Background: an optimization exercise with open tools, aiming at small area. Do not read the settings as production practice. Only simulation tests tie the RTL to the original design; equivalence was not proved.

==> trial 1 <==
==> flow/design.v <==
`default_nettype none
module regfile_ctx #(
  parameter int DATA_W   = 32,
  parameter int NREGS    = 16,
  parameter int NPRED    = 4,
  parameter int CTX_REGS = 8
) (
  input  logic                     clk,
  input  logic                     rst,
  input  logic [$clog2(NREGS)-1:0] rin0,
  output logic [DATA_W-1:0]        rout0,
  input  logic [$clog2(NREGS)-1:0] rin1,
  output logic [DATA_W-1:0]        rout1,
  input  logic                     wen0,
  input  logic [$clog2(NREGS)-1:0] win0,
  input  logic [DATA_W-1:0]        wdata0,
  input  logic [$clog2(NPRED)-1:0] rpred,
  output logic                     predout,
  input  logic                     wpreden,
  input  logic [$clog2(NPRED)-1:0] wpred,
  input  logic                     write_pred_value,
  input  logic                     ctx_load_start,
  input  logic                     ctx_load_valid,
  input  logic [DATA_W-1:0]        ctx_load_data,
  output logic                     ctx_load_ready,
  input  logic                     ctx_save_start,
  output logic                     ctx_save_valid,
  output logic [DATA_W-1:0]        ctx_save_data,
  input  logic                     ctx_save_ready,
  output logic                     busy,
  output logic                     ctx_done
);
  localparam int c_aw = $clog2(NREGS);
  localparam int c_pw = $clog2(NPRED);
  localparam int c_iw = (CTX_REGS > 1) ? $clog2(CTX_REGS) : 1;
  localparam logic [c_iw-1:0] c_last = c_iw'(CTX_REGS - 1);
  logic                 r_load, r_save;       
  logic [c_iw-1:0]      r_idx;
  logic                 r_done;
  logic                 r_predout;
  logic [NREGS-1:0][DATA_W-1:0] r_regs;
  logic [NPRED-1:0]     r_preds, w_preds_next;
  logic [c_aw-1:0]      r_rin0, r_rin1;
  logic                 w_idle, w_lbeat, w_beat, w_last;
  logic                 w_wr;                 
  logic [c_aw-1:0]      w_waddr;
  logic [DATA_W-1:0]    w_wbus;
  assign w_idle  = !(r_load || r_save);
  assign w_lbeat = r_load && ctx_load_valid;
  assign w_beat  = w_lbeat || (r_save && ctx_save_ready);
  assign w_last  = w_beat && (r_idx == c_last);
  assign w_wr    = w_idle && wen0;
  assign w_waddr = r_load ? c_aw'(r_idx) : win0;
  assign w_wbus  = rst ? '0 : (r_load ? ctx_load_data : wdata0);
  for (genvar i = 0; i < NREGS; i++) begin : g_reg
    always_ff @(posedge clk) begin
      if (rst || ((w_lbeat || w_wr) && (w_waddr == c_aw'(i))))
        r_regs[i] <= w_wbus;
    end
  end
  always_comb begin
    w_preds_next = r_preds;
    if (r_load && w_last) begin
      w_preds_next = '1;
    end else if (w_idle && wpreden) begin
      w_preds_next[wpred] = write_pred_value;
    end
  end
  always_ff @(posedge clk) begin
    if (rst) begin
      r_preds   <= '1;
      r_predout <= 1'b0;
    end else begin
      r_preds   <= w_preds_next;
      r_predout <= w_preds_next[rpred];
    end
  end
  always_ff @(posedge clk) begin
    r_rin0  <= rin0;
    r_rin1  <= rin1;
  end
  always_ff @(posedge clk) begin
    if (rst) begin
      r_load <= 1'b0;
      r_save <= 1'b0;
      r_idx  <= '0;
      r_done <= 1'b0;
    end else begin
      r_done <= w_last;
      if (w_idle) begin
        r_save <= ctx_save_start;
        r_load <= ctx_load_start && !ctx_save_start;
      end else if (w_last) begin
        r_save <= 1'b0;
        r_load <= 1'b0;
      end
      if (w_beat) r_idx <= r_idx + c_iw'(1);
    end
  end
  localparam int c_ng = (NREGS + 2) / 3;
  localparam int c_ns = (CTX_REGS + 2) / 3;
  logic [NREGS-1:0]    w_sel0, w_sel1;
  logic [CTX_REGS-1:0] w_sels;
  logic [c_ng-1:0][DATA_W-1:0] w_g0, w_g1;
  logic [c_ns-1:0][DATA_W-1:0] w_gs;
  always_comb begin
    for (int i = 0; i < NREGS; i++) begin
      w_sel0[i] = (r_rin0 == c_aw'(i));
      w_sel1[i] = (r_rin1 == c_aw'(i));
    end
    for (int i = 0; i < CTX_REGS; i++) w_sels[i] = (r_idx == c_iw'(i));
    for (int k = 0; k < c_ng; k++) begin
      w_g0[k] = '0;
      w_g1[k] = '0;
      for (int j = 0; j < 3; j++) begin
        if (3*k+j < NREGS) begin
          w_g0[k] = w_g0[k] | (r_regs[3*k+j] & {DATA_W{w_sel0[3*k+j]}});
          w_g1[k] = w_g1[k] | (r_regs[3*k+j] & {DATA_W{w_sel1[3*k+j]}});
        end
      end
    end
    for (int k = 0; k < c_ns; k++) begin
      w_gs[k] = '0;
      for (int j = 0; j < 3; j++)
        if (3*k+j < CTX_REGS)
          w_gs[k] = w_gs[k] | (r_regs[3*k+j] & {DATA_W{w_sels[3*k+j]}});
    end
    rout0 = '0;
    rout1 = '0;
    ctx_save_data = '0;
    for (int k = 0; k < c_ng; k++) begin
      rout0 = rout0 | w_g0[k];
      rout1 = rout1 | w_g1[k];
    end
    for (int k = 0; k < c_ns; k++) ctx_save_data = ctx_save_data | w_gs[k];
  end
  assign predout        = r_predout;
  assign busy           = !w_idle;
  assign ctx_load_ready = r_load;
  assign ctx_save_valid = r_save;
  assign ctx_done       = r_done;
endmodule
`default_nettype wire
==> flow/flow/run.sh <==
#!/bin/bash
# Own layout flow: the standard ORFS flow (standard.sh) with two changes:
#  1. synthesis maps logic with an area-oriented ABC script (flow/abc_area_map.script)
#     instead of ORFS's delay-oriented one; everything before ABC, including the
#     flip-flop mapping and register names, is the standard synthesis. The flow
#     checks that its registers match the standard synthesis's (names and cell
#     types) and falls back to the standard synthesis if they do not.
#  2. extra ORFS make variables for the layout steps (flow/layout_vars).
# Each tool's output goes to a log file in this folder (and ORFS's own logs
# under orfs/logs).
set -euo pipefail
W=$PWD
R=orfs/results/$FLOW_PLATFORM/regfile_ctx/base

flops() {
  # "instance type" for every flip-flop of a synthesized netlist, sorted
  python3 - "$1" <<'PY'
import re, sys
txt = open(sys.argv[1]).read()
out = []
for m in re.finditer(r'^\s*(sky130_fd_sc_hd__(\w+?))\s+(\\\S+|\S+)\s*\(', txt, re.M):
    t = m.group(2)
    if re.match(r'(s?e?df|dl)', t):
        out.append(m.group(3) + ' ' + re.sub(r'_\d+$', '', t))
print('\n'.join(sorted(out)))
PY
}

# 1. standard synthesis, for reference
bash standard.sh synth > log_synth_standard.txt 2>&1
flops $R/1_2_yosys.v > flops_standard.txt
mv orfs orfs_standard

# 2. the same synthesis with the area-oriented ABC script
cp -r "$FLOW_HOME/scripts" "$W/scripts_area"
cp "$W/flow/abc_area_map.script" "$W/scripts_area/abc_speed.script"
if bash standard.sh SCRIPTS_DIR="$W/scripts_area" synth > log_synth_area.txt 2>&1 \
   && flops $R/1_2_yosys.v > flops_area.txt \
   && cmp -s flops_standard.txt flops_area.txt; then
  echo "using area-mapped synthesis" > synth_choice.txt
  rm -rf orfs_standard
else
  echo "registers differ or synthesis failed: using the standard synthesis" > synth_choice.txt
  rm -rf orfs
  mv orfs_standard orfs
fi
rm -rf "$W/scripts_area"

# 3. the rest of the standard flow
mapfile -t VARS < <(grep -v '^\s*#' flow/layout_vars | grep -v '^\s*$' || true)
bash standard.sh "${VARS[@]}" finish > log_layout.txt 2>&1
==> flow/flow/abc_area_map.script <==
&get -n
&st
&nf -a -p -F 8 -A 6 -C 32
&put
==> flow/flow/layout_vars <==
BUFFER_PORTS_ARGS=-buffer_cell sky130_fd_sc_hd__buf_1
CTS_ARGS=-sink_clustering_enable -repair_clock_nets -dont_use_dummy_load -buf_list {sky130_fd_sc_hd__clkbuf_8} -sink_clustering_size 16 -sink_clustering_max_diameter 50
==> flow/standard.sh <==
#!/bin/bash
# synth_recipe.tcl (not shown) runs the flow's synth.tcl, then flattens the netlist and writes it again
# the make line also repeats each setting of config.mk as NAME=value (left out here)
make -C /OpenROAD-flow-scripts/flow DESIGN_CONFIG=/design/flow/config.mk WORK_HOME=/design/flow/orfs CLKGATE_MAP_FILE= SYNTH_SCRIPT=/design/flow/synth_recipe.tcl "${@:-finish}"
==> flow/config.mk <==
export PLATFORM = sky130hd
export DESIGN_NAME = regfile_ctx
export DESIGN_NICKNAME = regfile_ctx
export VERILOG_FILES = /design/flow/design.v
export SDC_FILE = /design/flow/constraint.sdc
export NUM_CORES = 4
export LEC_CHECK = 0
export CAP_MARGIN = 20
export CORE_MARGIN = 2
export CORE_UTILIZATION = 60
export SLEW_MARGIN = 20
==> flow/constraint.sdc <==
create_clock -name core_clock -period 6.0 [get_ports {clk}]
set_input_delay 1.2000 -clock core_clock [delete_from_list [all_inputs] [get_ports {clk}]]
set_output_delay 1.2000 -clock core_clock [all_outputs]
set_load 0.01 [all_outputs]
==> inputs of trial 45, as changes to trial 1 <==
==> flow/design.v, changed modules only <==
module regfile_ctx #(
  parameter int DATA_W   = 32,
  parameter int NREGS    = 16,
  parameter int NPRED    = 4,
  parameter int CTX_REGS = 8
) (
  input  logic                     clk,
  input  logic                     rst,
  input  logic [$clog2(NREGS)-1:0] rin0,
  output logic [DATA_W-1:0]        rout0,
  input  logic [$clog2(NREGS)-1:0] rin1,
  output logic [DATA_W-1:0]        rout1,
  input  logic                     wen0,
  input  logic [$clog2(NREGS)-1:0] win0,
  input  logic [DATA_W-1:0]        wdata0,
  input  logic [$clog2(NPRED)-1:0] rpred,
  output logic                     predout,
  input  logic                     wpreden,
  input  logic [$clog2(NPRED)-1:0] wpred,
  input  logic                     write_pred_value,
  input  logic                     ctx_load_start,
  input  logic                     ctx_load_valid,
  input  logic [DATA_W-1:0]        ctx_load_data,
  output logic                     ctx_load_ready,
  input  logic                     ctx_save_start,
  output logic                     ctx_save_valid,
  output logic [DATA_W-1:0]        ctx_save_data,
  input  logic                     ctx_save_ready,
  output logic                     busy,
  output logic                     ctx_done
);
  localparam int c_aw = $clog2(NREGS);
  localparam int c_pw = $clog2(NPRED);
  localparam int c_iw = (CTX_REGS > 1) ? $clog2(CTX_REGS) : 1;
  localparam logic [c_iw-1:0] c_last = c_iw'(CTX_REGS - 1);
  logic                 r_load, r_save;       
  logic [c_iw-1:0]      r_idx;
  logic                 r_done;
  logic                 r_rstd;               
  logic [NREGS-1:0][DATA_W-1:0] r_regs;
  logic [NPRED-1:0]     r_preds;
  logic [c_aw-1:0]      r_rin0, r_rin1;
  logic [c_pw-1:0]      r_rpred;
  logic                 w_idle, w_lbeat, w_beat, w_last;
  logic                 w_wr;                 
  logic [c_aw-1:0]      w_waddr;
  logic [DATA_W-1:0]    w_wbus;
  assign w_idle  = !(r_load || r_save);
  assign w_lbeat = r_load && ctx_load_valid;
  assign w_beat  = w_lbeat || (r_save && ctx_save_ready);
  assign w_last  = w_beat && (r_idx == c_last);
  assign w_wr    = w_idle && wen0;
  assign w_waddr = r_load ? c_aw'(r_idx) : win0;
  assign w_wbus  = rst ? '0 : (r_load ? ctx_load_data : wdata0);
  for (genvar i = 0; i < NREGS; i++) begin : g_reg
    always_ff @(posedge clk) begin
      if (rst || ((w_lbeat || w_wr) && (w_waddr == c_aw'(i))))
        r_regs[i] <= w_wbus;
    end
  end
  always_ff @(posedge clk) begin
    if (rst) begin
      r_preds <= '1;
    end else if (r_load && w_last) begin
      r_preds <= '1;
    end else if (w_idle && wpreden) begin
      r_preds[wpred] <= write_pred_value;
    end
  end
  always_ff @(posedge clk) begin
    r_rin0  <= rin0;
    r_rin1  <= rin1;
    r_rpred <= rpred;
    r_rstd  <= rst;
  end
  always_ff @(posedge clk) begin
    if (rst) begin
      r_load <= 1'b0;
      r_save <= 1'b0;
      r_idx  <= '0;
      r_done <= 1'b0;
    end else begin
      r_done <= w_last;
      if (w_idle) begin
        r_save <= ctx_save_start;
        r_load <= ctx_load_start && !ctx_save_start;
      end else if (w_last) begin
        r_save <= 1'b0;
        r_load <= 1'b0;
      end
      if (w_beat) r_idx <= r_idx + c_iw'(1);
    end
  end
  always_comb begin
    rout0 = '0;
    rout1 = '0;
    ctx_save_data = '0;
    for (int i = 0; i < NREGS; i++) begin
      rout0 = rout0 | (r_regs[i] & {DATA_W{r_rin0 == c_aw'(i)}});
      rout1 = rout1 | (r_regs[i] & {DATA_W{r_rin1 == c_aw'(i)}});
    end
    for (int i = 0; i < CTX_REGS; i++) begin
      ctx_save_data = ctx_save_data | (r_regs[i] & {DATA_W{r_idx == c_iw'(i)}});
    end
  end
  assign predout        = r_preds[r_rpred] && !r_rstd;
  assign busy           = !w_idle;
  assign ctx_load_ready = r_load;
  assign ctx_save_valid = r_save;
  assign ctx_done       = r_done;
endmodule
==> flow/flow/abc_area_map.script (replaced) <==
&get -n
&st
&dch
&nf -a
&st
&dch
&nf -a
&put
==> flow/flow/layout_vars (replaced) <==
BUFFER_PORTS_ARGS=-buffer_cell sky130_fd_sc_hd__buf_1
CTS_ARGS=-sink_clustering_enable -repair_clock_nets -dont_use_dummy_load -buf_list {sky130_fd_sc_hd__clkbuf_8} -sink_clustering_size 20 -sink_clustering_max_diameter 60
==> inputs of build 19, as changes to trial 1 <==
==> flow/design.v, changed modules only <==
module regfile_ctx #(
  parameter int DATA_W   = 32,
  parameter int NREGS    = 16,
  parameter int NPRED    = 4,
  parameter int CTX_REGS = 8
) (
  input  logic                     clk,
  input  logic                     rst,
  input  logic [$clog2(NREGS)-1:0] rin0,
  output logic [DATA_W-1:0]        rout0,
  input  logic [$clog2(NREGS)-1:0] rin1,
  output logic [DATA_W-1:0]        rout1,
  input  logic                     wen0,
  input  logic [$clog2(NREGS)-1:0] win0,
  input  logic [DATA_W-1:0]        wdata0,
  input  logic [$clog2(NPRED)-1:0] rpred,
  output logic                     predout,
  input  logic                     wpreden,
  input  logic [$clog2(NPRED)-1:0] wpred,
  input  logic                     write_pred_value,
  input  logic                     ctx_load_start,
  input  logic                     ctx_load_valid,
  input  logic [DATA_W-1:0]        ctx_load_data,
  output logic                     ctx_load_ready,
  input  logic                     ctx_save_start,
  output logic                     ctx_save_valid,
  output logic [DATA_W-1:0]        ctx_save_data,
  input  logic                     ctx_save_ready,
  output logic                     busy,
  output logic                     ctx_done
);
  localparam int c_aw = $clog2(NREGS);
  localparam int c_pw = $clog2(NPRED);
  localparam int c_iw = (CTX_REGS > 1) ? $clog2(CTX_REGS) : 1;
  localparam logic [c_iw-1:0] c_last = c_iw'(CTX_REGS - 1);
  logic                 r_load, r_save;       
  logic [c_iw-1:0]      r_idx;
  logic                 r_done;
  logic                 r_rstd;               
  logic [NREGS-1:0][DATA_W-1:0] r_regs;
  logic [NPRED-1:0]     r_preds;
  logic [c_aw-1:0]      r_rin0, r_rin1;
  logic [c_pw-1:0]      r_rpred;
  logic                 w_idle, w_lbeat, w_beat, w_last;
  logic                 w_wr;                 
  logic [c_aw-1:0]      w_waddr;
  logic [DATA_W-1:0]    w_wbus;
  assign w_idle  = !(r_load || r_save);
  assign w_lbeat = r_load && ctx_load_valid;
  assign w_beat  = w_lbeat || (r_save && ctx_save_ready);
  assign w_last  = w_beat && (r_idx == c_last);
  assign w_wr    = w_idle && wen0;
  assign w_waddr = r_load ? c_aw'(r_idx) : win0;
  assign w_wbus  = rst ? '0 : (r_load ? ctx_load_data : wdata0);
  for (genvar i = 0; i < NREGS; i++) begin : g_reg
    always_ff @(posedge clk) begin
      if (rst || ((w_lbeat || w_wr) && (w_waddr == c_aw'(i))))
        r_regs[i] <= w_wbus;
    end
  end
  always_ff @(posedge clk) begin
    if (rst) begin
      r_preds <= '1;
    end else if (r_load && w_last) begin
      r_preds <= '1;
    end else if (w_idle && wpreden) begin
      r_preds[wpred] <= write_pred_value;
    end
  end
  always_ff @(posedge clk) begin
    r_rin0  <= rin0;
    r_rin1  <= rin1;
    r_rpred <= rpred;
    r_rstd  <= rst;
  end
  always_ff @(posedge clk) begin
    if (rst) begin
      r_load <= 1'b0;
      r_save <= 1'b0;
      r_idx  <= '0;
      r_done <= 1'b0;
    end else begin
      r_done <= w_last;
      if (w_idle) begin
        r_save <= ctx_save_start;
        r_load <= ctx_load_start && !ctx_save_start;
      end else if (w_last) begin
        r_save <= 1'b0;
        r_load <= 1'b0;
      end
      if (w_beat) r_idx <= r_idx + c_iw'(1);
    end
  end
  always_comb begin
    rout0 = '0;
    rout1 = '0;
    ctx_save_data = '0;
    for (int i = 0; i < NREGS; i++) begin
      rout0 = rout0 | (r_regs[i] & {DATA_W{r_rin0 == c_aw'(i)}});
      rout1 = rout1 | (r_regs[i] & {DATA_W{r_rin1 == c_aw'(i)}});
    end
    for (int i = 0; i < CTX_REGS; i++) begin
      ctx_save_data = ctx_save_data | (r_regs[i] & {DATA_W{r_idx == c_iw'(i)}});
    end
  end
  assign predout        = r_preds[r_rpred] && !r_rstd;
  assign busy           = !w_idle;
  assign ctx_load_ready = r_load;
  assign ctx_save_valid = r_save;
  assign ctx_done       = r_done;
endmodule
==> flow/run.sh (new file) <==
#!/bin/bash
# synth_recipe.tcl (not shown) runs the flow's synth.tcl, then flattens the netlist and writes it again
# the make line also repeats each setting of config.mk as NAME=value (left out here)
make -C /OpenROAD-flow-scripts/flow DESIGN_CONFIG=/design/flow/config.mk WORK_HOME=/design/flow/orfs CLKGATE_MAP_FILE= SYNTH_SCRIPT=/design/flow/synth_recipe.tcl finish
removed: flow/flow/run.sh
removed: flow/flow/abc_area_map.script
removed: flow/flow/layout_vars
removed: flow/standard.sh
==> inputs of build 38, as changes to trial 1 <==
==> flow/design.v, changed modules only <==
module regfile_ctx #(
  parameter int DATA_W   = 32,
  parameter int NREGS    = 16,
  parameter int NPRED    = 4,
  parameter int CTX_REGS = 8
) (
  input  logic                     clk,
  input  logic                     rst,
  input  logic [$clog2(NREGS)-1:0] rin0,
  output logic [DATA_W-1:0]        rout0,
  input  logic [$clog2(NREGS)-1:0] rin1,
  output logic [DATA_W-1:0]        rout1,
  input  logic                     wen0,
  input  logic [$clog2(NREGS)-1:0] win0,
  input  logic [DATA_W-1:0]        wdata0,
  input  logic [$clog2(NPRED)-1:0] rpred,
  output logic                     predout,
  input  logic                     wpreden,
  input  logic [$clog2(NPRED)-1:0] wpred,
  input  logic                     write_pred_value,
  input  logic                     ctx_load_start,
  input  logic                     ctx_load_valid,
  input  logic [DATA_W-1:0]        ctx_load_data,
  output logic                     ctx_load_ready,
  input  logic                     ctx_save_start,
  output logic                     ctx_save_valid,
  output logic [DATA_W-1:0]        ctx_save_data,
  input  logic                     ctx_save_ready,
  output logic                     busy,
  output logic                     ctx_done
);
  localparam int c_aw = $clog2(NREGS);
  localparam int c_pw = $clog2(NPRED);
  localparam int c_iw = (CTX_REGS > 1) ? $clog2(CTX_REGS) : 1;
  localparam logic [c_iw-1:0] c_last = c_iw'(CTX_REGS - 1);
  logic                 r_load, r_save;       
  logic [c_iw-1:0]      r_idx;
  logic                 r_done;
  logic                 r_rstd;               
  logic [NREGS-1:0][DATA_W-1:0] r_regs;
  logic [NPRED-1:0]     r_preds;
  logic [c_aw-1:0]      r_rin0, r_rin1;
  logic [c_pw-1:0]      r_rpred;
  logic                 w_idle, w_lbeat, w_beat, w_last;
  logic                 w_wr;                 
  logic [c_aw-1:0]      w_waddr;
  logic [DATA_W-1:0]    w_wbus;
  assign w_idle  = !(r_load || r_save);
  assign w_lbeat = r_load && ctx_load_valid;
  assign w_beat  = w_lbeat || (r_save && ctx_save_ready);
  assign w_last  = w_beat && (r_idx == c_last);
  assign w_wr    = w_idle && wen0;
  assign w_waddr = r_load ? c_aw'(r_idx) : win0;
  assign w_wbus  = rst ? '0 : (r_load ? ctx_load_data : wdata0);
  for (genvar i = 0; i < NREGS; i++) begin : g_reg
    always_ff @(posedge clk) begin
      if (rst || ((w_lbeat || w_wr) && (w_waddr == c_aw'(i))))
        r_regs[i] <= w_wbus;
    end
  end
  always_ff @(posedge clk) begin
    if (rst) begin
      r_preds <= '1;
    end else if (r_load && w_last) begin
      r_preds <= '1;
    end else if (w_idle && wpreden) begin
      r_preds[wpred] <= write_pred_value;
    end
  end
  always_ff @(posedge clk) begin
    r_rin0  <= rin0;
    r_rin1  <= rin1;
    r_rpred <= rpred;
    r_rstd  <= rst;
  end
  always_ff @(posedge clk) begin
    if (rst) begin
      r_load <= 1'b0;
      r_save <= 1'b0;
      r_idx  <= '0;
      r_done <= 1'b0;
    end else begin
      r_done <= w_last;
      if (w_idle) begin
        r_save <= ctx_save_start;
        r_load <= ctx_load_start && !ctx_save_start;
      end else if (w_last) begin
        r_save <= 1'b0;
        r_load <= 1'b0;
      end
      if (w_beat) r_idx <= r_idx + c_iw'(1);
    end
  end
  always_comb begin
    rout0 = '0;
    rout1 = '0;
    ctx_save_data = '0;
    for (int i = 0; i < NREGS; i++) begin
      rout0 = rout0 | (r_regs[i] & {DATA_W{r_rin0 == c_aw'(i)}});
      rout1 = rout1 | (r_regs[i] & {DATA_W{r_rin1 == c_aw'(i)}});
    end
    for (int i = 0; i < CTX_REGS; i++) begin
      ctx_save_data = ctx_save_data | (r_regs[i] & {DATA_W{r_idx == c_iw'(i)}});
    end
  end
  assign predout        = r_preds[r_rpred] && !r_rstd;
  assign busy           = !w_idle;
  assign ctx_load_ready = r_load;
  assign ctx_save_valid = r_save;
  assign ctx_done       = r_done;
endmodule
==> flow/flow/abc_area_map.script (replaced) <==
&get -n
&st
&dch
&nf -a
&st
&dch
&nf -a
&put
==> notes.md <==
| metric | trial 45 | build 38 | build 19 | trial 1 |
|---|---|---|---|---|
| Worst reg2reg endpoint | r_regs[460]$_DFFE_PP_ | r_regs[468]$_DFFE_PP_ | r_regs[252]$_DFFE_PP_ | r_regs[93]$_DFFE_PP_ |
| Top achievable clock speed | 216.9 MHz | 214.8 MHz | 186.7 MHz | 218.6 MHz |
| Share of the yosys chip area belonging to registers | 68.16% | 68.16% | 61.20% | 70.34% |
| Total via count in the routed design | 19250 | 19210 | 22360 | 18120 |
| Mean post-synth cell area | 15.18 µm² | 15.18 µm² | 13.09 µm² | 16.24 µm² |
| Topmost layer with routed signal wires | met4 | met4 | met5 | met4 |
| Met1 layer wirelength in the final routing | 28820 µm | 28470 µm | 34070 µm | 26710 µm |
| Design area | 26010 µm² | 26180 µm² | 30140 µm² | 25010 µm² |
| Final core utilization | 68.73% | 69.18% | 71.38% | 68.15% |
| Number of diodes | 0 | 1 | 0 | 0 |
| #MultiIn Comb | 987 | 987 | 1206 | 837 |
| Flip-flop and latch count after synthesis | 533 | 533 | 533 | 531 |
| Share of the synthesized area in the top cell type | 66.34% | 66.34% | 59.57% | 68.64% |
| First-pass detailed-route iteration total | 10 | 13 | 13 | 13 |
| Number of inverters outside the clock class in the layout | 7 | 7 | 10 | 11 |
| Number of antenna violations at the first check in global routing | 0 | 0 | 1 | 0 |
| Status | finished clean | finished clean | finished clean | finished clean |
| Fraction of standard cell area that is sequential | 60.73% | 60.34% | 52.42% | 63.01% |

## what the ideal ports hide
Ports are ideal in the flow. The routed layouts listed here were re-timed in OpenROAD. Step 1, drivers: a clkbuf_16 drives clk and a buf_2 each remaining input, both assumed. Step 2, shift: input delay + t, output delay - t, t = (earliest + latest rising clock arrival at the registers) / 2. This alone moves slack from input paths to output paths. Three values: no drivers, after step 1, after step 2; two values: the first two.
run	t, ns	setup WS [ns]	worst hold slack (ns)	worst setup path at the end	pins driven straight from the clock port
trial 1	0.694	1.426 / 1.376 / 2.070	0.537 / 0.537 / 0.537	register to output	1
trial 45	0.681	1.389 / 1.338 / 2.019	0.480 / 0.480 / 0.480	register to output	1
build 19	0.662	0.644 / 0.588 / 1.250	0.501 / 0.501 / 0.501	register to output	1
build 38	0.706	1.345 / 1.291 / 1.997	0.478 / 0.478 / 0.478	register to output	1
After both steps setup and hold are still met in every run listed.
